This design comes from an exercise in tuning for small area, a short achievable clock period and few clock cycles on the open sky130 flow, not from production work.
The RTL was checked by simulation tests, not by an equivalence proof against the original design.
Power and IR drop assume default switching activity.

<file path="flow/run.sh">
#!/bin/bash
# synth_recipe.tcl (not shown) runs the flow's synth.tcl, then flattens the netlist and writes it again
# the make line also repeats each setting of config.mk as NAME=value (left out here)
make -C /OpenROAD-flow-scripts/flow DESIGN_CONFIG=/design/flow/config.mk WORK_HOME=/design/flow/orfs CLKGATE_MAP_FILE= SYNTH_SCRIPT=/design/flow/synth_recipe.tcl finish
</file>
<file path="flow/config.mk">
export PLATFORM = sky130hd
export DESIGN_NAME = saturn_alu_core
export DESIGN_NICKNAME = saturn_alu_core
export VERILOG_FILES = /design/flow/design.v
export SDC_FILE = /design/flow/constraint.sdc
export NUM_CORES = 4
export LEC_CHECK = 0
export CAP_MARGIN = 20
export CORE_MARGIN = 2
export CORE_UTILIZATION = 40
export SLEW_MARGIN = 20
</file>
<file path="flow/constraint.sdc">
create_clock -name core_clock -period 10.0 [get_ports {i_clk}]
set_input_delay 2.0000 -clock core_clock [delete_from_list [all_inputs] [get_ports {i_clk}]]
set_output_delay 2.0000 -clock core_clock [all_outputs]
set_load 0.01 [all_outputs]
</file>
<file path="flow/design.v">
package saturn_alu_pkg;
  localparam int NIBBLES = 16;
  typedef logic [3:0] nibble_t;
  typedef logic [$clog2(NIBBLES)-1:0] field_idx_t;
  typedef logic [4*NIBBLES-1:0] word_t;
  typedef enum logic [2:0] {
    REG_A    = 3'd0,
    REG_B    = 3'd1,
    REG_C    = 3'd2,
    REG_D    = 3'd3,
    REG_R0   = 3'd4,
    REG_R1   = 3'd5,
    REG_IMM  = 3'd6,
    REG_ZERO = 3'd7
  } reg_id_e;
  typedef enum logic [2:0] {
    OP_ZERO     = 3'd0,
    OP_COPY     = 3'd1,
    OP_EXCH     = 3'd2,
    OP_ADD      = 3'd3,
    OP_DEC      = 3'd4,
    OP_2CMPL    = 3'd5,
    OP_CLR_MASK = 3'd6,
    OP_TEST_NEQ = 3'd7
  } alu_op_e;
  typedef struct packed {
    alu_op_e    op;
    reg_id_e    dest;
    reg_id_e    src1;
    reg_id_e    src2;
    field_idx_t field_first;
    field_idx_t field_last;
    nibble_t    imm;
  } alu_cmd_t;
  typedef struct packed {
    logic       prep;
    logic       calc;
    logic       save;
    logic       first;
    logic       last;
    logic       clear;
    field_idx_t idx;
  } alu_step_t;
  typedef struct packed {
    logic       we1;
    reg_id_e    reg1;
    nibble_t    data1;
    logic       we2;
    reg_id_e    reg2;
    nibble_t    data2;
    field_idx_t idx;
  } nib_write_t;
endpackage
`timescale 1ns/1ps
module saturn_alu_core (
  input  logic        i_clk,
  input  logic        i_reset,
  input  logic        i_cmd_valid,
  input  logic [2:0]  i_cmd_op,
  input  logic [2:0]  i_cmd_dest,
  input  logic [2:0]  i_cmd_src1,
  input  logic [2:0]  i_cmd_src2,
  input  logic [3:0]  i_cmd_first,
  input  logic [3:0]  i_cmd_last,
  input  logic [3:0]  i_cmd_imm,
  output logic        o_busy,
  output logic        o_done,
  output logic        o_carry,
  input  logic [2:0]  i_peek_reg,
  output logic [63:0] o_peek_word
);
  localparam int NUM_REGS = 6;
  logic [63:0] regs [NUM_REGS];
  logic        carry_q;
  logic        done_q;
  assign o_busy  = 1'b0;
  assign o_done  = done_q;
  assign o_carry = carry_q;
  logic accept;
  assign accept = i_cmd_valid && !i_reset;
  always_comb begin
    o_peek_word = '0;
    for (int r = 0; r < NUM_REGS; r++)
      if (i_peek_reg == 3'(r)) o_peek_word = regs[r];
  end
  logic [63:0] a, b;
  always_comb begin
    a = '0;
    b = '0;
    for (int r = 0; r < NUM_REGS; r++) begin
      if (i_cmd_src1 == 3'(r)) a = regs[r];
      if (i_cmd_src2 == 3'(r)) b = regs[r];
    end
    if (i_cmd_src1 == 3'd6) a = {16{i_cmd_imm}};
    if (i_cmd_src2 == 3'd6) b = {16{i_cmd_imm}};
  end
  logic [15:0] in_f;      
  logic [15:0] kill;      
  logic [15:0] is_last;
  always_comb begin
    for (int i = 0; i < 16; i++) begin
      logic ge_f, le_l;
      ge_f = (4'(i) >= i_cmd_first);
      le_l = (4'(i) <= i_cmd_last);
      in_f[i]    = (i_cmd_first > i_cmd_last) ? (ge_f | le_l) : (ge_f & le_l);
      kill[i]    = (4'(i + 1) == i_cmd_first);
      is_last[i] = (4'(i) == i_cmd_last);
    end
  end
  logic is_add;
  assign is_add = (i_cmd_op == 3'd3);
  logic [63:0] y;
  assign y = is_add ? b : 64'hFFFF_FFFF_FFFF_FFFF;
  logic [15:0] g, p;          
  logic [3:0]  s0 [16];       
  logic [3:0]  s1 [16];       
  always_comb begin
    for (int i = 0; i < 16; i++) begin
      logic [4:0] t0;
      logic [3:0] an, yn;
      an = a[4*i +: 4];
      yn = y[4*i +: 4];
      t0 = 5'(an) + 5'(yn);
      g[i]  = t0[4];
      p[i]  = &(an ^ yn);
      s0[i] = t0[3:0];
      s1[i] = an + yn + 4'd1;
    end
  end
  logic [15:0] gk [5];
  logic [15:0] pk [5];
  always_comb begin
    gk[0] = g & ~kill;
    pk[0] = p & ~kill;
    for (int l = 0; l < 4; l++) begin
      for (int i = 0; i < 16; i++) begin
        int j;
        j = (i - (1 << l)) & 15;
        gk[l+1][i] = gk[l][i] | (pk[l][i] & gk[l][j]);
        pk[l+1][i] = pk[l][i] & pk[l][j];
      end
    end
  end
  logic [15:0] cin;           
  logic [63:0] sum;
  logic        cout;          
  always_comb begin
    cout = 1'b0;
    for (int i = 0; i < 16; i++) begin
      cin[i] = gk[4][(i + 15) & 15];
      sum[4*i +: 4] = cin[i] ? s1[i] : s0[i];
      if (is_last[i]) cout = g[i] | (p[i] & cin[i]);
    end
  end
  logic [63:0] res;
  always_comb begin
    case (i_cmd_op)
      3'd0:    res = '0;
      3'd1:    res = a;
      3'd2:    res = b;
      3'd3,
      3'd4:    res = sum;
      3'd5:    res = ~sum;
      3'd6:    res = a & ~b;
      default: res = sum;
    endcase
  end
  logic neq;
  always_comb begin
    neq = 1'b0;
    for (int i = 0; i < 16; i++)
      if (in_f[i] && (a[4*i +: 4] != b[4*i +: 4])) neq = 1'b1;
  end
  logic is_exch, wr1;
  logic [2:0] tgt1;
  assign is_exch = (i_cmd_op == 3'd2);
  assign wr1     = (i_cmd_op != 3'd7);
  assign tgt1    = is_exch ? i_cmd_src1 : i_cmd_dest;
  logic [NUM_REGS-1:0] we, use_a;
  always_comb begin
    for (int r = 0; r < NUM_REGS; r++) begin
      use_a[r] = accept && is_exch && (i_cmd_src2 == 3'(r));
      we[r]    = use_a[r] || (accept && wr1 && (tgt1 == 3'(r)));
    end
  end
  logic [63:0] wres;
  assign wres = i_reset ? 64'd0 : res;
  always_ff @(posedge i_clk) begin
    for (int r = 0; r < NUM_REGS; r++)
      for (int i = 0; i < 16; i++)
        if (i_reset || (we[r] && in_f[i]))
          regs[r][4*i +: 4] <= use_a[r] ? a[4*i +: 4] : wres[4*i +: 4];
  end
  always_ff @(posedge i_clk) begin
    if (i_reset) begin
      carry_q <= 1'b0;
      done_q  <= 1'b0;
    end else begin
      done_q <= accept;
      if (accept) begin
        case (i_cmd_op)
          3'd3, 3'd4, 3'd5: carry_q <= cout;
          3'd7:             carry_q <= neq;
          default:          carry_q <= carry_q;
        endcase
      end
    end
  end
endmodule
</file>
==> results_dict.tcl, run 1 <==
set metrics [dict create \
    run_status "timing/DRC/antenna clean" \
    ir_worst_vdd_v 0.000114 \
    synthesis.nets 4506 \
    count_of_warnings_emitted_by_yosys 6 \
    standard_cell_area_after_detailed_placement_sq_um 39000 \
    syn-cell-area_sq_um 36400 \
    final_hold_vios 0 \
    final.setup.worst_slack_ns 1.63 \
    max_buffers_root_to_sink 3 \
    synth_xor_area_frac 0.00991 \
    skew_ns 0.0310 \
    post_drt_wl_per_cell_um 34.3 \
    areaGrowthSynthToFinish_pct 11.2 \
    intPower_w 0.00388 \
    buf_inv_on_cp 2 \
    start_util 0.404 \
    placement.setup.worst_slack_ns 1.11 \
    report.final.setup_viol 0 \
    chipHeight_um 306 \
    p_sw_frac 0.396 \
    cts_setup_buffers 0 \
    grt_remaining_overflow 0 \
    num_rows 110 \
    synth_compound_gate_area_share 0.296 \
    placedCellCount 5361 \
    stdcell_count 5450 \
    timing.hold.ws_ns 0.749 \
    number_of_antenna_violations_at_the_first_check_in_global_routing 12 \
    global_route.usage.total 0.386 \
    highest_count_cells_in_the_layout_ignoring_fill_and_taps "sky130_fd_sc_hd__nand2_1 (654), sky130_fd_sc_hd__o21ai_0 (438), sky130_fd_sc_hd__edfxtp_1 (384), sky130_fd_sc_hd__a21oi_1 (360), sky130_fd_sc_hd__mux2i_1 (208)" \
    cp-end-kind "register" \
    clock_tree.htree_level_count 2 \
    maximum_number_of_pins_on_one_net_before_global_route_repair 79 \
    die_x_um 306 \
    final_min_period_over_clock_period 0.837 \
    nFillCells 8766 \
    clock_tree.root_cell "sky130_fd_sc_hd__clkbuf_16" \
    gpl.final_weighted_congestion 1.11 \
    critPathMaxStageDelay_ns 0.86 \
    seq_power_share 0.343 \
    worst_pin_slew_ns 1.24 \
    synth_edf_count 384 \
    power.share.clock 0.262 \
    wire_length_of_the_first_global_routing_pass_mm 262 \
    tritoncts "done" \
    design.core.area_sq_um 90000 \
    finalWorstPathRequiredPeriod_ns 8.37 \
    crit_path_max_fanout 11 \
    layout.cells.most_common "sky130_fd_sc_hd__nand2_1" \
    unrepaired_setup_endpoints_after_global_routing "no" \
    synth_top_cell_by_area "sky130_fd_sc_hd__edfxtp_1" \
    number_of_slew_limit_violations_in_the_final_report 0 \
    power.share.combinational 0.395 \
    p_leak_nw 15.1 \
    total_switching_power_w 0.00254 \
    worst_path_max_delay_cell "sky130_fd_sc_hd__and2_1" \
    ioPinCount 97 \
    ys_ff_latch 386 \
    drt_pass1_iterations 8 \
    buffers_on_ports 95 \
    synth.top_cell.area_share 0.317 \
    synthCells 4296 \
    avg_vias_per_cell 7.15 \
    clock_transition_at_path_regs_ns 0.07 \
    worst_path_most_repeated_cell "sky130_fd_sc_hd__nand2_1" \
    floorplan.die_area_sq_um 93400 \
    synth_ff_type "sky130_fd_sc_hd__edfxtp_1" \
    crit_path_cell_trace "clkdlybuf4s50_1 -> and3b_1 -> buf_12 -> and2_1 -> a221oi_1 -> and3_1 -> nand2_1 -> ha_1 -> nand4_1 -> or3_1 -> nor3_2 -> nand2_1 -> nor3_1 -> a221o_1 -> mux2i_1 -> xor2_1 -> xnor2_1 -> a2bb2oi_1 -> o221ai_1" \
    remaining_drc_errors 0 \
    hpwl_mm 124 \
    synthSimpleGateAreaFrac 0.163 \
    fmax_ghz 0.120 \
    postRouteWirelength_mm 187 \
    drive_gt1_frac 0.108 \
    holdCritPathClass "register to register" \
    post_synth_mux_area_share 0.0876 \
    synth-seq-area-share 0.318 \
    timing.critical_path.max_delay_family "simple AND/OR/NAND/NOR gates" \
    cts_hold_buffers 0 \
    design.final.nets 4444 \
    vias 39000 \
    cp_data_required_time_ns 10.30 \
    tritoncts_num_sinks 386 \
    cp.arrival_ns 8.67 \
    postSynth.asyncResetShare 0 \
    cts_made_buffers 45 \
    timing_worst_setup_path_type "input port to register" \
    layout.cell_area.non_filler_sq_um 40400 \
    syn_area_per_cell_sq_um 8.47 \
    post_cts_resize_count 0 \
    drt_first_iter_violations 6871 \
    critical_path.startpoint_type "input port" \
    maxCapViolations 0 \
    timing.setup.tns_ns 0 \
    p_per_area_nw_per_um2 159 \
    clk_latency_ns 0.63 \
    synth_area_leaders "sky130_fd_sc_hd__edfxtp_1 (32%), sky130_fd_sc_hd__nand2_1 (6.8%), sky130_fd_sc_hd__o21ai_0 (6.0%)" \
    first_global_vias 36300 \
    synth_cell_types 114 \
    relSlewSlack 0.174 \
    synth_adder_area_share 0.0694 \
    largest_family_of_logic_cells_by_synthesized_area "compound AO/OA/AOI/OAI gates" \
    antenna_left 0 \
]
[per-layer routing]
metal | up-vias | part of all wire | routed length (um) | global-route usage
li1 | 16300 | - | - | -
met1 | 18600 | 0.36 | 67800 | 0.494
met2 | 3328 | 0.41 | 76900 | 0.564
met3 | 783 | 0.15 | 28300 | 0.118
met4 | 12 | 0.074 | 13800 | 0.249
met5 | - | 0.00040 | 74 | 0
[logic make-up (layout without fill, tap and decap cells)]
logic type | count (synthesis) | count (layout)
AO/OA/AOI/OAI | 1614 | 1614
AND/OR/NAND/NOR | 1262 | 1262
buffers and inverters | 517 | 490
flip-flops | 386 | 386
multiplexers | 296 | 296
adder cells (fa/ha/maj) | 183 | 183
XOR/XNOR | 37 | 37
other | 1 | 6
[state kept, by name, indices dropped and copies added, names as in the netlist]
name and count:
regs 384, done_q 1, carry_q 1
[metrics by stage]
stage               total power (W)   util
finish                      0.00642  0.449
global route                0.00663  0.449
CTS                         0.00630  0.449
detailed placement          0.00464  0.433
global placement            0.00462  0.433
floorplan                   0.00376      -
[synthesized netlist by cell type, types with 13 or more instances]
library cell               count
sky130_fd_sc_hd__nand3b_1     16
sky130_fd_sc_hd__or3_1        17
sky130_fd_sc_hd__and4_1       18
sky130_fd_sc_hd__o22ai_1      32
sky130_fd_sc_hd__nand2_1     662
sky130_fd_sc_hd__xor2_1       14
sky130_fd_sc_hd__clkbuf_1    286
sky130_fd_sc_hd__fa_1         32
sky130_fd_sc_hd__a221oi_2     17
sky130_fd_sc_hd__o221ai_1    119
sky130_fd_sc_hd__nand3_1      27
sky130_fd_sc_hd__xnor2_1      19
sky130_fd_sc_hd__a31oi_1      18
sky130_fd_sc_hd__a21o_1       29
sky130_fd_sc_hd__nor2_1      200
sky130_fd_sc_hd__a211oi_1     56
sky130_fd_sc_hd__inv_1       136
sky130_fd_sc_hd__o31ai_1      13
sky130_fd_sc_hd__o32ai_1      15
sky130_fd_sc_hd__mux2_2       78
sky130_fd_sc_hd__buf_1        63
sky130_fd_sc_hd__buf_2        15
sky130_fd_sc_hd__o21ai_1      39
sky130_fd_sc_hd__nand2b_1     27
sky130_fd_sc_hd__a22o_1       15
sky130_fd_sc_hd__nor2b_1      20
sky130_fd_sc_hd__nor3b_1      64
sky130_fd_sc_hd__a32o_1       13
sky130_fd_sc_hd__ha_1        148
sky130_fd_sc_hd__and2_1       15
sky130_fd_sc_hd__and3_1       54
sky130_fd_sc_hd__edfxtp_1    384
sky130_fd_sc_hd__a21oi_1     364
sky130_fd_sc_hd__mux2i_1     208
sky130_fd_sc_hd__o211ai_1     38
sky130_fd_sc_hd__nand4_1      42
sky130_fd_sc_hd__a22oi_1     187
sky130_fd_sc_hd__a222oi_1     18
sky130_fd_sc_hd__o21ai_0     439
sky130_fd_sc_hd__o21a_1       17
sky130_fd_sc_hd__nor3_1       45
sky130_fd_sc_hd__a221oi_1     66
[final timing paths]
path / from / end / slack (ns) / depth (start not counted)
worst max register to register: regs[4][38]$_DFFE_PP_ / regs[3][50]$_DFFE_PP_ / 3.68 / 18
worst max-delay path: i_cmd_src2[0] / regs[2][38]$_DFFE_PP_ / 1.63 / 19
worst min-delay path: carry_q$_SDFFE_PP0P_ / carry_q$_SDFFE_PP0P_ / 0.75 / 2
worst min register to register: carry_q$_SDFFE_PP0P_ / carry_q$_SDFFE_PP0P_ / 0.75 / 2
[worst register-to-register path, cell delays in order, from the launching register on]
cell and delay, ns:
sky130_fd_sc_hd__edfxtp_1 0.41, sky130_fd_sc_hd__mux2i_1 0.38, sky130_fd_sc_hd__nor2_1 0.08, sky130_fd_sc_hd__a31oi_1 0.38, sky130_fd_sc_hd__nor2_1 0.12, sky130_fd_sc_hd__a2111oi_1 0.68, sky130_fd_sc_hd__nand2_1 0.13, sky130_fd_sc_hd__ha_1 0.46
sky130_fd_sc_hd__nand4_1 0.35, sky130_fd_sc_hd__a211oi_1 0.56, sky130_fd_sc_hd__nand4_1 0.39, sky130_fd_sc_hd__nor3_1 0.29, sky130_fd_sc_hd__a222oi_1 0.19, sky130_fd_sc_hd__nand2_1 0.27, sky130_fd_sc_hd__mux2i_1 0.24, sky130_fd_sc_hd__xnor2_1 0.20
sky130_fd_sc_hd__nor2_1 0.07, sky130_fd_sc_hd__a211oi_1 0.65, sky130_fd_sc_hd__o32ai_1 0.18
[power by group through the flow]
stage | clock network (W) | registers [W] | logic [W]
after floorplan | 0 | 0.00216 | 0.00160
after global placement | 0 | 0.00222 | 0.00241
after detailed placement | 0 | 0.00222 | 0.00242
after CTS | 0.00167 | 0.00218 | 0.00244
after global routing | 0.00173 | 0.00221 | 0.00269
final | 0.00168 | 0.00220 | 0.00254
[final cells by class]
| type | instances | area (sq um) | area share |
|---|---|---|---|
| diodes | 5 | 12.5 | 0.000309 |
| clock buffers | 61 | 1230 | 0.0304 |
| clock inverters | 21 | 179 | 0.00442 |
| inverters | 137 | 517 | 0.0128 |
| multi-input cells | 3393 | 23000 | 0.568 |
| flip-flops and latches | 386 | 11600 | 0.286 |
| well taps | 1176 | 1470 | 0.0364 |
| repair buffers | 271 | 2500 | 0.0618 |
Testbench counts, summed over its fixed seeds: cycles 3,208.
==> inputs of run 2 (changes only) <==
--- a/flow/design.v
+++ b/flow/design.v
@@ -78,21 +78,27 @@
   assign o_carry = carry_q;
   logic accept;
   assign accept = i_cmd_valid && !i_reset;
+  logic [NUM_REGS-1:0] sel_pk, sel_s1, sel_s2;
+  always_comb begin
+    for (int r = 0; r < NUM_REGS; r++) begin
+      sel_pk[r] = (i_peek_reg == 3'(r));
+      sel_s1[r] = (i_cmd_src1 == 3'(r));
+      sel_s2[r] = (i_cmd_src2 == 3'(r));
+    end
+  end
   always_comb begin
     o_peek_word = '0;
     for (int r = 0; r < NUM_REGS; r++)
-      if (i_peek_reg == 3'(r)) o_peek_word = regs[r];
+      o_peek_word = o_peek_word | (regs[r] & {64{sel_pk[r]}});
   end
   logic [63:0] a, b;
   always_comb begin
-    a = '0;
-    b = '0;
+    a = {16{i_cmd_imm & {4{i_cmd_src1 == 3'd6}}}};
+    b = {16{i_cmd_imm & {4{i_cmd_src2 == 3'd6}}}};
     for (int r = 0; r < NUM_REGS; r++) begin
-      if (i_cmd_src1 == 3'(r)) a = regs[r];
-      if (i_cmd_src2 == 3'(r)) b = regs[r];
-    end
-    if (i_cmd_src1 == 3'd6) a = {16{i_cmd_imm}};
-    if (i_cmd_src2 == 3'd6) b = {16{i_cmd_imm}};
+      a = a | (regs[r] & {64{sel_s1[r]}});
+      b = b | (regs[r] & {64{sel_s2[r]}});
+    end
   end
   logic [15:0] in_f;      
   logic [15:0] kill;      
@@ -107,24 +113,23 @@
       is_last[i] = (4'(i) == i_cmd_last);
     end
   end
-  logic is_add;
-  assign is_add = (i_cmd_op == 3'd3);
-  logic [63:0] y;
-  assign y = is_add ? b : 64'hFFFF_FFFF_FFFF_FFFF;
+  logic use_b;
+  assign use_b = (i_cmd_op == 3'd3) || (i_cmd_op == 3'd7);
+  logic [63:0] y, bp, bg;     
+  assign y  = use_b ? b : 64'hFFFF_FFFF_FFFF_FFFF;
+  assign bp = a ^ y;
+  assign bg = a & y;
   logic [15:0] g, p;          
-  logic [3:0]  s0 [16];       
-  logic [3:0]  s1 [16];       
-  always_comb begin
+  logic        neq;
+  always_comb begin
+    neq = 1'b0;
     for (int i = 0; i < 16; i++) begin
-      logic [4:0] t0;
-      logic [3:0] an, yn;
-      an = a[4*i +: 4];
-      yn = y[4*i +: 4];
-      t0 = 5'(an) + 5'(yn);
-      g[i]  = t0[4];
-      p[i]  = &(an ^ yn);
-      s0[i] = t0[3:0];
-      s1[i] = an + yn + 4'd1;
+      logic [3:0] pn, gn;
+      pn = bp[4*i +: 4];
+      gn = bg[4*i +: 4];
+      g[i] = gn[3] | (pn[3] & gn[2]) | (pn[3] & pn[2] & gn[1]) | (pn[3] & pn[2] & pn[1] & gn[0]);
+      p[i] = &pn;
+      neq  = neq | (in_f[i] & (|pn));
     end
   end
   logic [15:0] gk [5];
@@ -147,8 +152,15 @@
   always_comb begin
     cout = 1'b0;
     for (int i = 0; i < 16; i++) begin
+      logic [3:0] pn, gn, cn;
+      pn = bp[4*i +: 4];
+      gn = bg[4*i +: 4];
       cin[i] = gk[4][(i + 15) & 15];
-      sum[4*i +: 4] = cin[i] ? s1[i] : s0[i];
+      cn[0] = cin[i];
+      cn[1] = gn[0] | (pn[0] & cin[i]);
+      cn[2] = gn[1] | (pn[1] & gn[0]) | (pn[1] & pn[0] & cin[i]);
+      cn[3] = gn[2] | (pn[2] & gn[1]) | (pn[2] & pn[1] & gn[0]) | (pn[2] & pn[1] & pn[0] & cin[i]);
+      sum[4*i +: 4] = pn ^ cn;
       if (is_last[i]) cout = g[i] | (p[i] & cin[i]);
     end
   end
@@ -165,31 +177,32 @@
       default: res = sum;
     endcase
   end
-  logic neq;
-  always_comb begin
-    neq = 1'b0;
-    for (int i = 0; i < 16; i++)
-      if (in_f[i] && (a[4*i +: 4] != b[4*i +: 4])) neq = 1'b1;
-  end
   logic is_exch, wr1;
   logic [2:0] tgt1;
   assign is_exch = (i_cmd_op == 3'd2);
   assign wr1     = (i_cmd_op != 3'd7);
   assign tgt1    = is_exch ? i_cmd_src1 : i_cmd_dest;
-  logic [NUM_REGS-1:0] we, use_a;
-  always_comb begin
-    for (int r = 0; r < NUM_REGS; r++) begin
-      use_a[r] = accept && is_exch && (i_cmd_src2 == 3'(r));
-      we[r]    = use_a[r] || (accept && wr1 && (tgt1 == 3'(r)));
-    end
-  end
   logic [63:0] wres;
   assign wres = i_reset ? 64'd0 : res;
+  logic [15:0] keep [NUM_REGS];
+  logic [15:0] tk_r [NUM_REGS];
+  logic [15:0] tk_a [NUM_REGS];
+  always_comb begin
+    for (int r = 0; r < NUM_REGS; r++) begin
+      logic use_a, we1;
+      use_a = accept && is_exch && (i_cmd_src2 == 3'(r));
+      we1   = i_reset || (accept && wr1 && (tgt1 == 3'(r)) && !use_a);
+      tk_a[r] = in_f & {16{use_a}};
+      tk_r[r] = in_f & {16{we1}} | {16{i_reset}};
+      keep[r] = ~(tk_a[r] | tk_r[r]);
+    end
+  end
   always_ff @(posedge i_clk) begin
     for (int r = 0; r < NUM_REGS; r++)
       for (int i = 0; i < 16; i++)
-        if (i_reset || (we[r] && in_f[i]))
-          regs[r][4*i +: 4] <= use_a[r] ? a[4*i +: 4] : wres[4*i +: 4];
+        regs[r][4*i +: 4] <= (regs[r][4*i +: 4] & {4{keep[r][i]}})
+                           | (wres[4*i +: 4]    & {4{tk_r[r][i]}})
+                           | (a[4*i +: 4]       & {4{tk_a[r][i]}});
   end
   always_ff @(posedge i_clk) begin
     if (i_reset) begin
--- a/flow/config.mk
+++ b/flow/config.mk
@@ -8,4 +8,5 @@
 export CAP_MARGIN = 20
 export CORE_MARGIN = 2
 export CORE_UTILIZATION = 40
+export SETUP_SLACK_MARGIN = 3.5
 export SLEW_MARGIN = 20
==> results_dict.tcl, run 2 <==
set metrics [dict create \
    run_status "timing/DRC/antenna clean" \
    worst_path_max_delay_cell "sky130_fd_sc_hd__clkdlybuf4s50_1" \
    critPathMaxStageDelay_ns 0.67 \
    crit_path_max_fanout 64 \
    chipHeight_um 284 \
    ys_ff_latch 386 \
    ioPinCount 97 \
    highest_count_cells_in_the_layout_ignoring_fill_and_taps "sky130_fd_sc_hd__a22oi_1 (645), sky130_fd_sc_hd__dfxtp_1 (386), sky130_fd_sc_hd__nor2_1 (364), sky130_fd_sc_hd__nand2_1 (299), sky130_fd_sc_hd__buf_4 (285)" \
    hpwl_mm 113 \
    unrepaired_setup_endpoints_after_global_routing "yes" \
    synth.top_cells.by_count "sky130_fd_sc_hd__a22oi_1 (660), sky130_fd_sc_hd__dfxtp_1 (386), sky130_fd_sc_hd__nor2_1 (374)" \
    synth-seq-area-share 0.247 \
    synthesis.nets 4270 \
    clock_tree.root_cell "sky130_fd_sc_hd__clkbuf_16" \
    drt_first_iter_violations 8561 \
    p_per_area_nw_per_um2 122 \
    design.final.nets 4398 \
    syn-cell-area_sq_um 31300 \
    clock_tree.htree_level_count 2 \
    largest_register_ffs 384 \
    grt_remaining_overflow 0 \
    count_of_warnings_emitted_by_yosys 7 \
    global_route.usage.total 0.423 \
    gpl.final_weighted_congestion 1.09 \
    cts_hold_buffers 0 \
    timing_worst_setup_path_type "input port to output port" \
    p_leak_nw 13.6 \
    timing.hold.ws_ns 0.486 \
    cts_made_buffers 48 \
    tritoncts_num_sinks 386 \
    cp-end-kind "output port" \
    number_of_slew_limit_violations_in_the_final_report 0 \
    syn_area_per_cell_sq_um 7.53 \
    synthMostInstantiatedCell "sky130_fd_sc_hd__a22oi_1" \
    crit_path_cell_trace "clkdlybuf4s15_2 -> nor3b_2 -> buf_12 -> a22oi_1 -> nand3_1 -> clkdlybuf4s50_1" \
    floorplan.die_area_sq_um 80500 \
    synth_ff_type "sky130_fd_sc_hd__dfxtp_1" \
    remaining_drc_errors 0 \
    layout.cells.most_common "sky130_fd_sc_hd__a22oi_1" \
    start_util 0.404 \
    postRouteWirelength_mm 184 \
    max_buffers_root_to_sink 3 \
    placedCellCount 5059 \
    wire_length_of_the_first_global_routing_pass_mm 258 \
    final_hold_vios 0 \
    antenna_left 0 \
    skew_ns 0.0327 \
    post_drt_wl_per_cell_um 34.3 \
    synth_top_cell_by_area "sky130_fd_sc_hd__dfxtp_1" \
    design.core.area_sq_um 77500 \
    final_min_period_over_clock_period 0.648 \
    buf_inv_on_cp 3 \
    timing.setup.tns_ns 0 \
    num_rows 102 \
    clk_latency_ns 0.64 \
    timing.critical_path.max_delay_family "buffers and inverters" \
    ir_worst_vdd_v 0.000112 \
    vias 41300 \
    fmax_ghz 0.154 \
    cp_data_required_time_ns 8.00 \
    maximum_number_of_pins_on_one_net_before_global_route_repair 65 \
    synthCells 4156 \
    clock_transition_at_path_regs_ns 0.06 \
    worst_pin_slew_ns 1.26 \
    synth_edf_count 0 \
    areaGrowthSynthToFinish_pct 25.3 \
    synth.top_cell.area_share 0.247 \
    maxCapViolations 0 \
    cp.arrival_ns 4.48 \
    largest_registers "regs: 384 flops, carry_q: 1 flops, done_q: 1 flops" \
    synth_area_leaders "sky130_fd_sc_hd__dfxtp_1 (25%), sky130_fd_sc_hd__a22oi_1 (16%), sky130_fd_sc_hd__a221o_1 (6.9%)" \
    finalWorstPathRequiredPeriod_ns 6.48 \
    postSynth.asyncResetShare 0 \
    fin_util 0.506 \
    buffers_on_ports 95 \
    relSlewSlack 0.155 \
    number_of_antenna_violations_at_the_first_check_in_global_routing 5 \
    nFillCells 7441 \
    critical_path.startpoint_type "input port" \
    die_x_um 284 \
    stdcell_count 5366 \
    drt_pass1_iterations 10 \
    avg_vias_per_cell 7.69 \
    reg_with_most_ffs "regs" \
    post-layout-total-power_w 0.00480 \
    tritoncts "done" \
    holdCritPathClass "register to register" \
    first_global_vias 37200 \
    drive_gt1_frac 0.200 \
    report.final.setup_viol 0 \
    synth_cell_types 106 \
]
[run 2: changes by cell type after synthesis, sizes merged, moves of 106 or more]
| cell | change |
|---|---|
| edfxtp | -384 |
| a21oi | -213 |
| a22oi | +476 |
| nand3 | +106 |
| nand2 | -341 |
| mux2i | -195 |
| a221o | +210 |
| o21ai | -255 |
| nor3 | +233 |
| dfxtp | +384 |
| nor2 | +173 |
[run 2: repair_timing]
action | 4_1_cts | 5_1_grt
hold endpoints to repair | 0 | 0
setup endpoints to repair | 449 | 292
gates resized for setup | 331 | 143
buffers inserted | 128 | 71
pin swaps | 114 | 82
gates cloned | 11 | 5
[run 2: stage by stage]
stage / instance area [sq um] / setup WS, ns
global placement: 33800 / 1.15
floorplan: 31800 / 3.48
finish: 39200 / 3.52
CTS: 37900 / 3.50
detailed placement: 33800 / 1.12
global route: 39200 / 3.42
[run 2: kinds of logic after synthesis]
family	count (synthesis)	synth area share
buffers and inverters	451	0.0572
and+or+nand+nor	1453	0.225
xor gates and xnor gates	35	0.0107
other	1	0.000120
adders and majority gates	91	0.0397
DFF	386	0.247
muxes	19	0.00644
AOI/OAI and AO/OA	1720	0.414
[run 2: routing by layer]
layer / global-route usage / share of wire
met5: 0 / 0.00015
met3: 0.155 / 0.16
met4: 0.322 / 0.097
met1: 0.522 / 0.35
met2: 0.593 / 0.39
[run 2: path summary, 6_finish.rpt]
kind / from / end / slack [ns] / depth (start not counted)
max: i_peek_reg[0] / o_peek_word[61] / 3.52 / 6
min: regs[0][33]$_DFF_P_ / regs[0][33]$_DFF_P_ / 0.49 / 2
min reg2reg: regs[0][33]$_DFF_P_ / regs[0][33]$_DFF_P_ / 0.49 / 2
max reg2reg: regs[1][59]$_DFF_P_ / regs[2][45]$_DFF_P_ / 5.16 / 22
[run 2: layout make-up]
type / count / area [sq um] / area share
antenna: 4 / 10.0 / 0.000255
clock buffer: 70 / 1440 / 0.0366
inverter: 83 / 312 / 0.00794
sequential: 386 / 7730 / 0.197
timing repair buffer: 440 / 4240 / 0.108
tap: 1040 / 1300 / 0.0332
clock inverter: 18 / 235 / 0.00600
multi-input combinational: 3325 / 24000 / 0.611
[run 2: report_power, final]
group | leakage [nW] | internal (W) | switching [W]
logic | 9.66 | 0.000422 | 0.000902
clock network | 0.823 | 0.00112 | 0.000783
registers | 3.11 | 0.00155 | 0.0000203
total | 13.6 | 0.00310 | 0.00171
[run 2: worst min-delay path, delay by kind of cell, from the launching register on]
kind             cells  cell delay [ns]
flip-flops           1             0.34
AND/OR/NAND/NOR      2             0.10
Testbench counts of run 2, summed over its fixed seeds: cycles 3,208.
==> inputs of run 3 (changes only) <==
--- a/flow/design.v
+++ b/flow/design.v
@@ -113,10 +113,17 @@
       is_last[i] = (4'(i) == i_cmd_last);
     end
   end
-  logic use_b;
-  assign use_b = (i_cmd_op == 3'd3) || (i_cmd_op == 3'd7);
+  logic op_copy, op_exch, op_add, op_dec, op_neg, op_clr, op_neq, use_b;
+  assign op_copy = (i_cmd_op == 3'd1);
+  assign op_exch = (i_cmd_op == 3'd2);
+  assign op_add  = (i_cmd_op == 3'd3);
+  assign op_dec  = (i_cmd_op == 3'd4);
+  assign op_neg  = (i_cmd_op == 3'd5);
+  assign op_clr  = (i_cmd_op == 3'd6);
+  assign op_neq  = (i_cmd_op == 3'd7);
+  assign use_b   = op_add | op_neq;
   logic [63:0] y, bp, bg;     
-  assign y  = use_b ? b : 64'hFFFF_FFFF_FFFF_FFFF;
+  assign y  = b | {64{~use_b}};
   assign bp = a ^ y;
   assign bg = a & y;
   logic [15:0] g, p;          
@@ -139,10 +146,13 @@
     pk[0] = p & ~kill;
     for (int l = 0; l < 4; l++) begin
       for (int i = 0; i < 16; i++) begin
-        int j;
-        j = (i - (1 << l)) & 15;
-        gk[l+1][i] = gk[l][i] | (pk[l][i] & gk[l][j]);
-        pk[l+1][i] = pk[l][i] & pk[l][j];
+        if (((i >> l) & 1) == 1) begin
+          gk[l+1][i] = gk[l][i] | (pk[l][i] & gk[l][((i >> l) << l) - 1]);
+          pk[l+1][i] = pk[l][i] & pk[l][((i >> l) << l) - 1];
+        end else begin
+          gk[l+1][i] = gk[l][i];
+          pk[l+1][i] = pk[l][i];
+        end
       end
     end
   end
@@ -155,7 +165,8 @@
       logic [3:0] pn, gn, cn;
       pn = bp[4*i +: 4];
       gn = bg[4*i +: 4];
-      cin[i] = gk[4][(i + 15) & 15];
+      if (i == 0) cin[i] = gk[4][15];
+      else        cin[i] = gk[4][i-1] | (pk[4][i-1] & gk[4][15]);
       cn[0] = cin[i];
       cn[1] = gn[0] | (pn[0] & cin[i]);
       cn[2] = gn[1] | (pn[1] & gn[0]) | (pn[1] & pn[0] & cin[i]);
@@ -165,25 +176,13 @@
     end
   end
   logic [63:0] res;
-  always_comb begin
-    case (i_cmd_op)
-      3'd0:    res = '0;
-      3'd1:    res = a;
-      3'd2:    res = b;
-      3'd3,
-      3'd4:    res = sum;
-      3'd5:    res = ~sum;
-      3'd6:    res = a & ~b;
-      default: res = sum;
-    endcase
-  end
+  assign res = ({64{op_copy}} & a) | ({64{op_exch}} & b) | ({64{op_clr}} & a & ~b)
+             | ({64{op_add | op_dec}} & sum) | ({64{op_neg}} & ~sum);
   logic is_exch, wr1;
   logic [2:0] tgt1;
   assign is_exch = (i_cmd_op == 3'd2);
   assign wr1     = (i_cmd_op != 3'd7);
   assign tgt1    = is_exch ? i_cmd_src1 : i_cmd_dest;
-  logic [63:0] wres;
-  assign wres = i_reset ? 64'd0 : res;
   logic [15:0] keep [NUM_REGS];
   logic [15:0] tk_r [NUM_REGS];
   logic [15:0] tk_a [NUM_REGS];
@@ -191,17 +190,17 @@
     for (int r = 0; r < NUM_REGS; r++) begin
       logic use_a, we1;
       use_a = accept && is_exch && (i_cmd_src2 == 3'(r));
-      we1   = i_reset || (accept && wr1 && (tgt1 == 3'(r)) && !use_a);
+      we1   = accept && wr1 && (tgt1 == 3'(r)) && !use_a;
       tk_a[r] = in_f & {16{use_a}};
-      tk_r[r] = in_f & {16{we1}} | {16{i_reset}};
-      keep[r] = ~(tk_a[r] | tk_r[r]);
+      tk_r[r] = in_f & {16{we1}};
+      keep[r] = ~(tk_a[r] | tk_r[r] | {16{i_reset}});
     end
   end
   always_ff @(posedge i_clk) begin
     for (int r = 0; r < NUM_REGS; r++)
       for (int i = 0; i < 16; i++)
         regs[r][4*i +: 4] <= (regs[r][4*i +: 4] & {4{keep[r][i]}})
-                           | (wres[4*i +: 4]    & {4{tk_r[r][i]}})
+                           | (res[4*i +: 4]     & {4{tk_r[r][i]}})
                            | (a[4*i +: 4]       & {4{tk_a[r][i]}});
   end
   always_ff @(posedge i_clk) begin
--- a/flow/config.mk
+++ b/flow/config.mk
@@ -5,6 +5,7 @@
 export SDC_FILE = /design/flow/constraint.sdc
 export NUM_CORES = 4
 export LEC_CHECK = 0
+export ABC_AREA = 1
 export CAP_MARGIN = 20
 export CORE_MARGIN = 2
 export CORE_UTILIZATION = 40
==> results_dict.tcl, run 3 <==
set metrics [dict create \
    run_status "timing/DRC/antenna clean" \
    tritoncts "done" \
    drt_first_iter_violations 6060 \
    buffers_on_ports 95 \
    buf_inv_on_cp 4 \
    design.core.area_sq_um 71700 \
    placedCellCount 5689 \
    crit_path_cell_trace "clkdlybuf4s50_1 -> nor3_4 -> buf_4 -> inv_1 -> o21ai_0 -> nor2_1 -> and2_1 -> nand3_1 -> buf_4 -> nor2_1 -> nor3_1 -> nand2_1 -> nand3_1" \
    synth.top_cell.area_share 0.266 \
    synth_edf_count 0 \
    postRouteWirelength_mm 159 \
    relSlewSlack 0.210 \
    final.setup.worst_slack_ns 3.31 \
    ir_worst_vdd_v 0.000132 \
    report.final.setup_viol 0 \
    syn_area_per_cell_sq_um 6.12 \
    synth_area_leaders "sky130_fd_sc_hd__dfxtp_1 (27%), sky130_fd_sc_hd__nand2_1 (22%), sky130_fd_sc_hd__nand3_1 (7.6%)" \
    ioPinCount 97 \
    hpwl_mm 96.2 \
    count_of_warnings_emitted_by_yosys 7 \
    avg_vias_per_cell 6.49 \
    grt_remaining_overflow 0 \
    synthCells 4751 \
    tritoncts_num_sinks 386 \
    critical_path.startpoint_type "input port" \
    synthesis.nets 4865 \
    finalWorstPathRequiredPeriod_ns 6.69 \
    layout.cells.most_common "sky130_fd_sc_hd__nand2_1" \
    timing.hold.ws_ns 0.470 \
    min-delay-start "regs[5][55]$_DFF_P_" \
    unrepaired_setup_endpoints_after_global_routing "yes" \
    highest_count_cells_in_the_layout_ignoring_fill_and_taps "sky130_fd_sc_hd__nand2_1 (1649), sky130_fd_sc_hd__nand3_1 (433), sky130_fd_sc_hd__inv_1 (387), sky130_fd_sc_hd__dfxtp_1 (386), sky130_fd_sc_hd__nor2_1 (332)" \
    gpl.final_weighted_congestion 0.969 \
    drive_gt1_frac 0.134 \
    p_per_area_nw_per_um2 122 \
    largest_register_ffs 384 \
    max_buffers_root_to_sink 3 \
    synth_cell_types 57 \
    number_of_slew_limit_violations_in_the_final_report 0 \
    die_x_um 274 \
    skew_ns 0.0241 \
    cp-end-kind "register" \
    nFillCells 7262 \
    p_leak_nw 14.4 \
    largest_registers "regs: 384 flops, carry_q: 1 flops, done_q: 1 flops" \
    postSynth.asyncResetShare 0 \
    synth-seq-area-share 0.266 \
    global_route.usage.total 0.402 \
    areaGrowthSynthToFinish_pct 25.5 \
    cts_hold_buffers 0 \
    seqCellArea_sq_um 7730 \
    chipHeight_um 274 \
    stdcell_count 5921 \
    ys_ff_latch 386 \
    synthMostInstantiatedCell "sky130_fd_sc_hd__nand2_1" \
    vias 38500 \
    timing_worst_setup_path_type "input port to register" \
    clock_transition_at_path_regs_ns 0.06 \
    critPathMaxStageDelay_ns 0.77 \
    num_rows 98 \
    crit_path_max_fanout 43 \
    floorplan.die_area_sq_um 74800 \
    first_global_vias 34800 \
    multiInputGateArea_sq_um 20700 \
    drt_pass1_iterations 8 \
    clock_tree.htree_level_count 2 \
    antenna_left 0 \
    timing.critical_path.max_delay_family "simple AND/OR/NAND/NOR gates" \
    r2r-start "regs[4][38]$_DFF_P_" \
    placement.setup.worst_slack_ns 1.28 \
    worst_pin_slew_ns 1.18 \
    cp_data_required_time_ns 10.57 \
    synth_ff_type "sky130_fd_sc_hd__dfxtp_1" \
    syn-cell-area_sq_um 29100 \
    wire_length_of_the_first_global_routing_pass_mm 226 \
    cts_made_buffers 49 \
    start_util 0.405 \
    final_min_period_over_clock_period 0.669 \
    clock_tree.root_cell "sky130_fd_sc_hd__clkbuf_16" \
    number_of_antenna_violations_at_the_first_check_in_global_routing 7 \
    setup.worst_path.start "i_cmd_op[2]" \
    maximum_number_of_pins_on_one_net_before_global_route_repair 65 \
    fmax_ghz 0.150 \
    final_hold_vios 0 \
    design.final.nets 5041 \
    timing.setup.tns_ns 0 \
    maxCapViolations 0 \
    worst_path_max_delay_cell "sky130_fd_sc_hd__o21ai_0" \
    reg_with_most_ffs "regs" \
    remaining_drc_errors 0 \
    synth.top_cells.by_count "sky130_fd_sc_hd__nand2_1 (1678), sky130_fd_sc_hd__nand3_1 (439), sky130_fd_sc_hd__inv_1 (432)" \
    holdCritPathClass "register to register" \
    synth_top_cell_by_area "sky130_fd_sc_hd__dfxtp_1" \
    post_drt_wl_per_cell_um 26.8 \
    cp.arrival_ns 7.26 \
    clk_latency_ns 0.64 \
]
## run 3: cell count changes in the layout (fill, tap and decap cells not counted), moves of 126 or more
cell                      change
sky130_fd_sc_hd__nor3_1     -169
sky130_fd_sc_hd__inv_1      +309
sky130_fd_sc_hd__a221o_1    -215
sky130_fd_sc_hd__nand3_1    +318
sky130_fd_sc_hd__buf_4      -126
sky130_fd_sc_hd__a22oi_1    -622
sky130_fd_sc_hd__nand2_1   +1350
## run 3: layout make-up
class | instances | area share
Timing Repair inverter | 1 | 0.000172
Sequential cell | 386 | 0.212
Inverter | 451 | 0.0499
Clock buffer | 68 | 0.0383
Multi-Input combinational cell | 3715 | 0.566
Antenna cell | 7 | 0.000480
Clock inverter | 20 | 0.00590
Timing Repair Buffer | 323 | 0.0943
Tap cell | 950 | 0.0326
## run 3: per-stage QoR
stage                     area, sq um   util  power, W
final                           36500  0.508   0.00444
after global routing            36500  0.508   0.00453
after CTS                       34800  0.485   0.00430
after detailed placement        31300  0.436   0.00241
after global placement          31300  0.436   0.00241
after floorplan                 29100      -   0.00211
## run 3: kinds of logic after synthesis
group / count (synthesis) / share of synthesized area
AO/OA/AOI/OAI: 909 / 0.216
XOR/XNOR: 44 / 0.0133
AND/OR/NAND/NOR: 2673 / 0.378
buffers and inverters: 651 / 0.0849
flip-flops: 386 / 0.266
adder cells (fa/ha/maj): 87 / 0.0413
other: 1 / 0.000129
## run 3: worst paths after layout
check                           slack [ns]  depth (start not counted)                   to
worst max-delay path                  3.31                         13   regs[2][8]$_DFF_P_
worst min-delay path                  0.47                          2  regs[5][55]$_DFF_P_
worst max register to register        5.47                         22  regs[1][33]$_DFF_P_
worst min register to register        0.47                          2  regs[5][55]$_DFF_P_
## run 3: what timing repair did
action / 4_1_cts / 5_1_grt
gates cloned: 7 / 5
pin swaps: 20 / 59
hold endpoints to repair: 0 / 0
setup endpoints to repair: 449 / 410
buffers inserted: 68 / 57
gates resized for setup: 258 / 226
## run 3: layer usage
| layer | global-route usage | wire length, um |
|---|---|---|
| met5 | 0.00257 | 125 |
| met4 | 0.292 | 14000 |
| met3 | 0.133 | 24400 |
| met2 | 0.573 | 62400 |
| met1 | 0.505 | 57800 |
## run 3: tightest hold or removal path, stage by stage (launching register included)
cell	delay, ns
sky130_fd_sc_hd__dfxtp_1	0.32
sky130_fd_sc_hd__nand2_1	0.05
sky130_fd_sc_hd__nand3_1	0.06
## run 3: where the power goes
group	switching [W]	total [W]	internal, W	leakage [nW]
registers	0.0000165	0.00157	0.00155	3.11
clock network	0.000798	0.00185	0.00106	0.788
logic	0.000712	0.00101	0.000303	10.5
Testbench counts of run 3, summed over its fixed seeds: cycles 3,208.
==> inputs of run 4 (changes only) <==
==> flow/flow/run.sh (new file) <==
#!/bin/bash
# Layout flow: the standard ORFS flow, with the port buffers made from
# sky130_fd_sc_hd__buf_2 instead of the delay cell buffer_ports picks by default.
# Every tool's output goes to standard.log in the work folder (ORFS keeps its
# own per-step logs under orfs/logs as usual).
set -euo pipefail
cat >> "$FLOW_CONFIG" <<'EOM'
export BUFFER_PORTS_ARGS = -buffer_cell sky130_fd_sc_hd__buf_2
EOM
cp standard.sh standard_sh.log
bash standard.sh > standard.log 2>&1
==> flow/standard.sh (new file) <==
#!/bin/bash
# synth_recipe.tcl (not shown) runs the flow's synth.tcl, then flattens the netlist and writes it again
# the make line also repeats each setting of config.mk as NAME=value (left out here)
make -C /OpenROAD-flow-scripts/flow DESIGN_CONFIG=/design/flow/config.mk WORK_HOME=/design/flow/orfs CLKGATE_MAP_FILE= SYNTH_SCRIPT=/design/flow/synth_recipe.tcl "${@:-finish}"
--- a/flow/config.mk
+++ b/flow/config.mk
@@ -9,5 +9,6 @@
 export CAP_MARGIN = 20
 export CORE_MARGIN = 2
 export CORE_UTILIZATION = 40
-export SETUP_SLACK_MARGIN = 3.5
+export SETUP_SLACK_MARGIN = 3.8
 export SLEW_MARGIN = 20
+export BUFFER_PORTS_ARGS = -buffer_cell sky130_fd_sc_hd__buf_2
removed: flow/run.sh
==> results_dict.tcl, run 4 <==
set metrics [dict create \
    r2r.worst_path.cells 27 \
    reg_with_most_ffs "regs" \
    setup.worst_path.start "i_peek_reg[0]" \
    timing.setup.tns_ns 0 \
    final_min_period_over_clock_period 0.629 \
    highest_count_cells_in_the_layout_ignoring_fill_and_taps "sky130_fd_sc_hd__nand2_1 (1633), sky130_fd_sc_hd__nand3_1 (428), sky130_fd_sc_hd__dfxtp_1 (386), sky130_fd_sc_hd__inv_1 (383), sky130_fd_sc_hd__nor2_1 (323)" \
    final_hold_vios 0 \
    synth-seq-area-share 0.266 \
    skew_ns 0.0380 \
    critical_path.startpoint_type "input port" \
    ir_worst_vdd_v 0.000117 \
    drt_first_iter_violations 7223 \
    clk_latency_ns 0.64 \
    number_of_slew_limit_violations_in_the_final_report 0 \
    stdcell_count 6003 \
    design.final.nets 5112 \
    synthCells 4751 \
    ys_ff_latch 386 \
    tritoncts_num_sinks 386 \
    buffers_on_ports 95 \
    synth_compound_gate_area_share 0.216 \
    clock_tree.root_cell "sky130_fd_sc_hd__clkbuf_16" \
    r2r-start "regs[5][48]$_DFF_P_" \
    syn-cell-area_sq_um 29100 \
    grt_remaining_overflow 0 \
    first_global_vias 33800 \
    regToRegEndpoint "regs[0][53]$_DFF_P_" \
    synth_xor_area_frac 0.0133 \
    crit_path_max_fanout 29 \
    finalWorstPathRequiredPeriod_ns 6.29 \
    fmax_ghz 0.159 \
    synth.top_cells.by_count "sky130_fd_sc_hd__nand2_1 (1678), sky130_fd_sc_hd__nand3_1 (439), sky130_fd_sc_hd__inv_1 (432)" \
    tritoncts "done" \
    die_x_um 274 \
    reg2reg_slack_ns 5.58 \
    synth.top_cell.area_share 0.266 \
    synth_area_leaders "sky130_fd_sc_hd__dfxtp_1 (27%), sky130_fd_sc_hd__nand2_1 (22%), sky130_fd_sc_hd__nand3_1 (7.6%)" \
    crit_path_end "o_peek_word[5]" \
    clock_tree.htree_level_count 2 \
    chipHeight_um 274 \
    postRouteWirelength_mm 161 \
    count_of_warnings_emitted_by_yosys 7 \
    ioPinCount 97 \
    drt_pass1_iterations 12 \
    largest_family_of_logic_cells_by_synthesized_area "simple AND/OR/NAND/NOR gates" \
    synth_ff_type "sky130_fd_sc_hd__dfxtp_1" \
    start_util 0.405 \
    relSlewSlack 0.306 \
    num_rows 98 \
    antenna_left 0 \
    hpwl_mm 96.0 \
    largest_registers "regs: 384 flops, carry_q: 1 flops, done_q: 1 flops" \
    clock_transition_at_path_regs_ns 0.06 \
    cp.arrival_ns 4.29 \
    syn_area_per_cell_sq_um 6.12 \
    post-layout-total-power_w 0.00441 \
    post_drt_wl_per_cell_um 26.7 \
    number_of_antenna_violations_at_the_first_check_in_global_routing 17 \
    avg_vias_per_cell 6.55 \
    holdCritPathClass "register to register" \
    synth_edf_count 0 \
    maxCapViolations 0 \
    synth_cell_types 57 \
    remaining_drc_errors 0 \
    layout.cells.most_common "sky130_fd_sc_hd__nand2_1" \
    wire_length_of_the_first_global_routing_pass_mm 222 \
    design.core.area_sq_um 71700 \
    cp_data_required_time_ns 8.00 \
    gpl.final_weighted_congestion 1.01 \
    global_route.usage.total 0.395 \
    max_buffers_root_to_sink 3 \
    timing.hold.ws_ns 0.467 \
    maximum_number_of_pins_on_one_net_before_global_route_repair 65 \
    synthMostInstantiatedCell "sky130_fd_sc_hd__nand2_1" \
    vias 39300 \
    synthesis.nets 4865 \
    largest_register_ffs 384 \
    unrepaired_setup_endpoints_after_global_routing "yes" \
    synth_adder_area_share 0.0413 \
    p_leak_nw 14.8 \
    worst_pin_slew_ns 1.04 \
    post_synth_mux_area_share 0 \
    hold-path-cell-count 2 \
    floorplan.die_area_sq_um 74800 \
    cts_hold_buffers 0 \
    run_status "timing/DRC/antenna clean" \
    cts_made_buffers 48 \
    report.final.setup_viol 0 \
    postSynth.asyncResetShare 0 \
    drive_gt1_frac 0.181 \
    p_per_area_nw_per_um2 118 \
    synth_top_cell_by_area "sky130_fd_sc_hd__dfxtp_1" \
    timing_worst_setup_path_type "input port to output port" \
    placedCellCount 5673 \
    synthSimpleGateAreaFrac 0.378 \
    cp-end-kind "output port" \
    areaGrowthSynthToFinish_pct 28.8 \
]
## run 4: cell counts after synthesis
Identical to the previous run, type by type.
## run 4: logic make-up after synthesis
family                     count (synthesis)
other                                      1
xor gates and xnor gates                  44
and+or+nand+nor                         2673
DFF                                      386
adders and majority gates                 87
AOI/OAI and AO/OA                        909
buffers and inverters                    651
## run 4: repair_timing
action / 4_1_cts / 5_1_grt
gates cloned: 6 / 9
resized for setup: 270 / 344
endpoints found under the setup margin: 419 / 411
pin swaps: 33 / 89
buffers inserted: 91 / 118
## run 4: area by class of cell
class	count	area (sq um)
Fill cell	7099	34300
Multi-Input combinational cell	3715	21500
Sequential cell	386	7730
Timing Repair Buffer	393	3520
Inverter	451	1930
Clock buffer	70	1400
Tap cell	950	1190
Clock inverter	15	115
Antenna cell	20	50.0
Timing Repair inverter	3	26.3
## run 4: critical path, stage by stage
cell and delay, ns:
sky130_fd_sc_hd__buf_2 0.11, sky130_fd_sc_hd__inv_1 0.08, sky130_fd_sc_hd__nor3_2 0.15, sky130_fd_sc_hd__buf_4 0.52
sky130_fd_sc_hd__inv_6 0.21, sky130_fd_sc_hd__buf_8 0.29, sky130_fd_sc_hd__o221ai_1 0.61, sky130_fd_sc_hd__buf_2 0.26
## run 4: metrics by stage
stage	cell area, sq um	util	worst slack, ns
floorplan	29100	-	3.81
CTS	34500	0.482	3.80
finish	37400	0.522	3.71
detailed placement	30800	0.429	1.59
global route	37400	0.521	3.69
global placement	30700	0.429	1.70
## run 4: power breakdown
group	leakage, nW	internal, W	switching, W
clock network	0.742	0.000988	0.000766
registers	3.11	0.00155	0.0000174
logic	11.0	0.000338	0.000747
total	14.8	0.00288	0.00153
## run 4: how the worst min path moves through the flow
stage	to	from	slack (ns)
after floorplan	regs[2][44]$_DFF_P_	regs[2][44]$_DFF_P_	0.44
after global placement	regs[3][62]$_DFF_P_	regs[3][62]$_DFF_P_	0.46
after detailed placement	regs[5][15]$_DFF_P_	regs[5][15]$_DFF_P_	0.46
after CTS	carry_q$_SDFFE_PP0P_	carry_q$_SDFFE_PP0P_	0.47
after global routing	regs[0][4]$_DFF_P_	regs[0][4]$_DFF_P_	0.49
final	carry_q$_SDFFE_PP0P_	carry_q$_SDFFE_PP0P_	0.47
## run 4: routing by layer
metal  track usage  vias to the layer above  share of wire
met5             0                        -        0.00055
met4         0.250                       10          0.082
met3         0.150                      990           0.17
met2         0.544                     3530           0.38
met1         0.514                    17900           0.36
li1              -                    16900              -
==> inputs of run 5 (changes only) <==
--- a/flow/config.mk
+++ b/flow/config.mk
@@ -9,6 +9,6 @@
 export CAP_MARGIN = 20
 export CORE_MARGIN = 2
 export CORE_UTILIZATION = 40
-export SETUP_SLACK_MARGIN = 3.8
+export SETUP_SLACK_MARGIN = 4.1
 export SLEW_MARGIN = 20
 export BUFFER_PORTS_ARGS = -buffer_cell sky130_fd_sc_hd__buf_2
==> results_dict.tcl, run 5 <==
set metrics [dict create \
    run_status "timing/DRC/antenna clean" \
    hpwl_mm 97.7 \
    largest_register_ffs 384 \
    relSlewSlack 0.310 \
    reg_with_most_ffs "regs" \
    critPathMaxStageDelay_ns 0.45 \
    buf_inv_on_cp 6 \
    max_buffers_root_to_sink 3 \
    clock_transition_at_path_regs_ns 0.06 \
    avg_vias_per_cell 6.57 \
    critical_path.startpoint_type "input port" \
    tritoncts "done" \
    critical_path_depth 28 \
    synth-seq-area-share 0.266 \
    synth_top_cell_by_area "sky130_fd_sc_hd__dfxtp_1" \
    final_min_period_over_clock_period 0.605 \
    syn-cell-area_sq_um 29100 \
    synth_area_leaders "sky130_fd_sc_hd__dfxtp_1 (27%), sky130_fd_sc_hd__nand2_1 (22%), sky130_fd_sc_hd__nand3_1 (7.6%)" \
    holdCritPathClass "register to register" \
    ioPinCount 97 \
    count_of_warnings_emitted_by_yosys 7 \
    design.final.nets 5151 \
    postSynth.asyncResetShare 0 \
    antenna_left 0 \
    maximum_number_of_pins_on_one_net_before_global_route_repair 61 \
    r2r.worst_path.cells 24 \
    clk_latency_ns 0.62 \
    tritoncts_num_sinks 386 \
    fin_util 0.543 \
    timing.setup.tns_ns 0 \
    final_hold_vios 0 \
    placedCellCount 5669 \
    p_per_area_nw_per_um2 119 \
    synthMostInstantiatedCell "sky130_fd_sc_hd__nand2_1" \
    synth.top_cell.area_share 0.266 \
    crit_path_max_fanout 7 \
    global_route.usage.total 0.415 \
    r2r-start "regs[4][43]$_DFF_P_" \
    drt_pass1_iterations 9 \
    clock_tree.htree_level_count 2 \
    intPower_w 0.00305 \
    syn_area_per_cell_sq_um 6.12 \
    floorplan.die_area_sq_um 74800 \
    worst_path_most_repeated_cell "sky130_fd_sc_hd__nand2_1" \
    synth_cell_types 57 \
    drt_first_iter_violations 6390 \
    seqCellArea_sq_um 7730 \
    worst_pin_slew_ns 1.04 \
    p_leak_nw 15.4 \
    ys_ff_latch 386 \
    clock_tree.root_cell "sky130_fd_sc_hd__clkbuf_16" \
    number_of_antenna_violations_at_the_first_check_in_global_routing 20 \
    num_rows 98 \
    largest_registers "regs: 384 flops, carry_q: 1 flops, done_q: 1 flops" \
    timing.critical_path.max_delay_family "simple AND/OR/NAND/NOR gates" \
    total_switching_power_w 0.00158 \
    chipHeight_um 274 \
    fmax_ghz 0.165 \
    seq_power_share 0.339 \
    number_of_slew_limit_violations_in_the_final_report 0 \
    drive_gt1_frac 0.207 \
    maxCapViolations 0 \
    power.share.combinational 0.256 \
    remaining_drc_errors 0 \
    synth_ff_type "sky130_fd_sc_hd__dfxtp_1" \
    start_util 0.405 \
    buffers_on_ports 95 \
    vias 39700 \
    areaGrowthSynthToFinish_pct 34.2 \
    ir_worst_vdd_v 0.000124 \
    setup.worst_path.start "i_cmd_imm[3]" \
    cts_made_buffers 47 \
    grt_remaining_overflow 0 \
    hold-path-cell-count 2 \
    die_x_um 274 \
    nFillCells 6942 \
    layout.cells.most_common "sky130_fd_sc_hd__nand2_1" \
    cp.arrival_ns 6.53 \
    power.share.clock 0.404 \
    worst_path_max_delay_cell "sky130_fd_sc_hd__nor4_1" \
    postRouteWirelength_mm 166 \
    min-delay-start "regs[0][36]$_DFF_P_" \
    synth.top_cells.by_count "sky130_fd_sc_hd__nand2_1 (1678), sky130_fd_sc_hd__nand3_1 (439), sky130_fd_sc_hd__inv_1 (432)" \
    gpl.final_weighted_congestion 1.02 \
    stdcell_count 6037 \
    cp_data_required_time_ns 10.48 \
    design.core.area_sq_um 71700 \
    post_drt_wl_per_cell_um 27.5 \
    synthCells 4751 \
    synthesis.nets 4865 \
    skew_ns 0.0215 \
    multiInputGateArea_sq_um 22300 \
    synth_edf_count 0 \
    unrepaired_setup_endpoints_after_global_routing "yes" \
    timing_worst_setup_path_type "input port to register" \
    finalWorstPathRequiredPeriod_ns 6.05 \
    p_sw_frac 0.341 \
    report.final.setup_viol 0 \
    wire_length_of_the_first_global_routing_pass_mm 233 \
    first_global_vias 36000 \
    cp-end-kind "register" \
    highest_count_cells_in_the_layout_ignoring_fill_and_taps "sky130_fd_sc_hd__nand2_1 (1599), sky130_fd_sc_hd__nand3_1 (424), sky130_fd_sc_hd__dfxtp_1 (386), sky130_fd_sc_hd__inv_1 (378), sky130_fd_sc_hd__nor2_1 (318)" \
]
-- run 5: cell types whose count changed in the layout (fill, tap and decap cells not counted), moves of 11 or more --
cell,before,now
sky130_fd_sc_hd__buf_12,23,44
sky130_fd_sc_hd__o2111ai_1,31,20
sky130_fd_sc_hd__nand2_2,44,69
sky130_fd_sc_hd__o2111ai_4,18,29
sky130_fd_sc_hd__nand2_1,1633,1599
sky130_fd_sc_hd__o221ai_4,1,12
sky130_fd_sc_hd__o221ai_2,18,7
sky130_fd_sc_hd__buf_4,228,247
-- run 5: logic make-up after synthesis --
| family | synth area share |
|---|---|
| xor gates and xnor gates | 0.0133 |
| adders and majority gates | 0.0413 |
| and+or+nand+nor | 0.378 |
| AOI/OAI and AO/OA | 0.216 |
| other | 0.000129 |
| DFF | 0.266 |
| buffers and inverters | 0.0849 |
-- run 5: worst paths after layout --
check	end	slack, ns
worst max-delay path	regs[0][9]$_DFF_P_	3.95
worst max register to register	regs[0][9]$_DFF_P_	5.70
worst min register to register	regs[0][36]$_DFF_P_	0.47
worst min-delay path	regs[0][36]$_DFF_P_	0.47
-- run 5: worst reg2reg max path, stage by stage (launching register included) --
cell	delay (ns)
sky130_fd_sc_hd__dfxtp_1	0.33
sky130_fd_sc_hd__inv_1	0.12
sky130_fd_sc_hd__o21ai_0	0.10
sky130_fd_sc_hd__nor4_1	0.45
sky130_fd_sc_hd__nand2_1	0.14
sky130_fd_sc_hd__ha_1	0.39
sky130_fd_sc_hd__a21oi_1	0.18
sky130_fd_sc_hd__o21ai_0	0.15
sky130_fd_sc_hd__nand2_1	0.09
sky130_fd_sc_hd__nand2_1	0.05
sky130_fd_sc_hd__nand2_1	0.08
sky130_fd_sc_hd__nand2_2	0.08
sky130_fd_sc_hd__a21oi_4	0.21
sky130_fd_sc_hd__nand2_8	0.10
sky130_fd_sc_hd__buf_4	0.15
sky130_fd_sc_hd__buf_12	0.12
sky130_fd_sc_hd__nand2_1	0.07
sky130_fd_sc_hd__nand2_2	0.10
sky130_fd_sc_hd__fa_2	0.36
sky130_fd_sc_hd__xnor2_2	0.24
sky130_fd_sc_hd__nor2_1	0.10
sky130_fd_sc_hd__a221oi_2	0.23
sky130_fd_sc_hd__o21ai_2	0.15
sky130_fd_sc_hd__nand2_1	0.09
sky130_fd_sc_hd__nand3_1	0.08
-- run 5: power groups by stage --
| stage | clock, W | sequential, W | combinational, W |
|---|---|---|---|
| after floorplan | 0 | 0.00160 | 0.000535 |
| after global placement | 0 | 0.00160 | 0.000816 |
| after detailed placement | 0 | 0.00160 | 0.000817 |
| after CTS | 0.00187 | 0.00157 | 0.000987 |
| after global routing | 0.00192 | 0.00157 | 0.00122 |
| final | 0.00187 | 0.00157 | 0.00119 |
-- run 5: what timing repair did --
action / CTS / global route
pin swaps: 114 / 166
resized for setup: 440 / 282
cloned: 10 / 7
setup buffers: 155 / 97
endpoints found under the setup margin: 447 / 409
hold buffers: 0 / 0
-- run 5: per-stage QoR --
step / setup WS (ns) / hold WS [ns] / area (sq um) / power, W
6_report: 3.95 / 0.467 / 39000 / 0.00463
5_1_grt: 3.83 / 0.489 / 39000 / 0.00471
4_1_cts: 4.07 / 0.473 / 36600 / 0.00442
3_5_place_dp: 1.61 / 0.456 / 31300 / 0.00242
3_3_place_gp: 1.75 / 0.456 / 31300 / 0.00242
2_1_floorplan: 4.12 / 0.442 / 29900 / 0.00213
-- run 5: layer usage --
| layer | GRT usage | vias to the layer above | wire length, um |
|---|---|---|---|
| li1 | - | 16900 | - |
| met1 | 0.519 | 18100 | 58800 |
| met2 | 0.585 | 3544 | 64500 |
| met3 | 0.162 | 1050 | 28100 |
| met4 | 0.283 | 6 | 14700 |
| met5 | 0 | - | 136 |
-- run 5: cell type report --
class                   count  area share
well taps                 950      0.0305
repair inverters            4    0.000963
inverters                 451      0.0496
repair buffers            433       0.106
clock inverters            16     0.00642
flip-flops and latches    386       0.198
clock buffers              69      0.0352
multi-input cells        3714       0.572
diodes                     14    0.000899

==> afterwards: timing with drivers on the ports <==
The flow's constraints put no driver on any port. The routed layouts listed below were extracted and timed again, unchanged, in two steps.
Step 1 (the two cells are an assumption about what drives the block):
set clk [get_ports {i_clk}]
set_driving_cell -lib_cell sky130_fd_sc_hd__clkbuf_16 $clk
set_driving_cell -lib_cell sky130_fd_sc_hd__buf_2 [delete_from_list [all_inputs] $clk]
Step 2 also shifts input and output timing later by t, the mid clock arrival at the registers, as if the neighbouring blocks saw the same clock.
Slacks: ideal ports / drivers / drivers and shift; pairs: ideal ports / drivers.
run	t (ns)	setup WS [ns]	hold WS [ns]
run 1	0.696	1.634 / 1.684 / 0.988	0.749 / 0.749 / 0.749
run 2	0.692	3.521 / 3.496 / 2.861	0.486 / 0.486 / 0.486
run 3	0.698	3.313 / 3.356 / 2.658	0.470 / 0.470 / 0.470
run 4	0.689	3.715 / 3.688 / 3.160	0.467 / 0.467 / 0.467
run 5	0.678	3.953 / 3.982 / 3.304	0.467 / 0.467 / 0.467
After both steps every run listed still meets setup and hold. The setup slack of run 2, which loses most, moves by -0.025 ns with the drivers and by -0.660 ns with both steps.
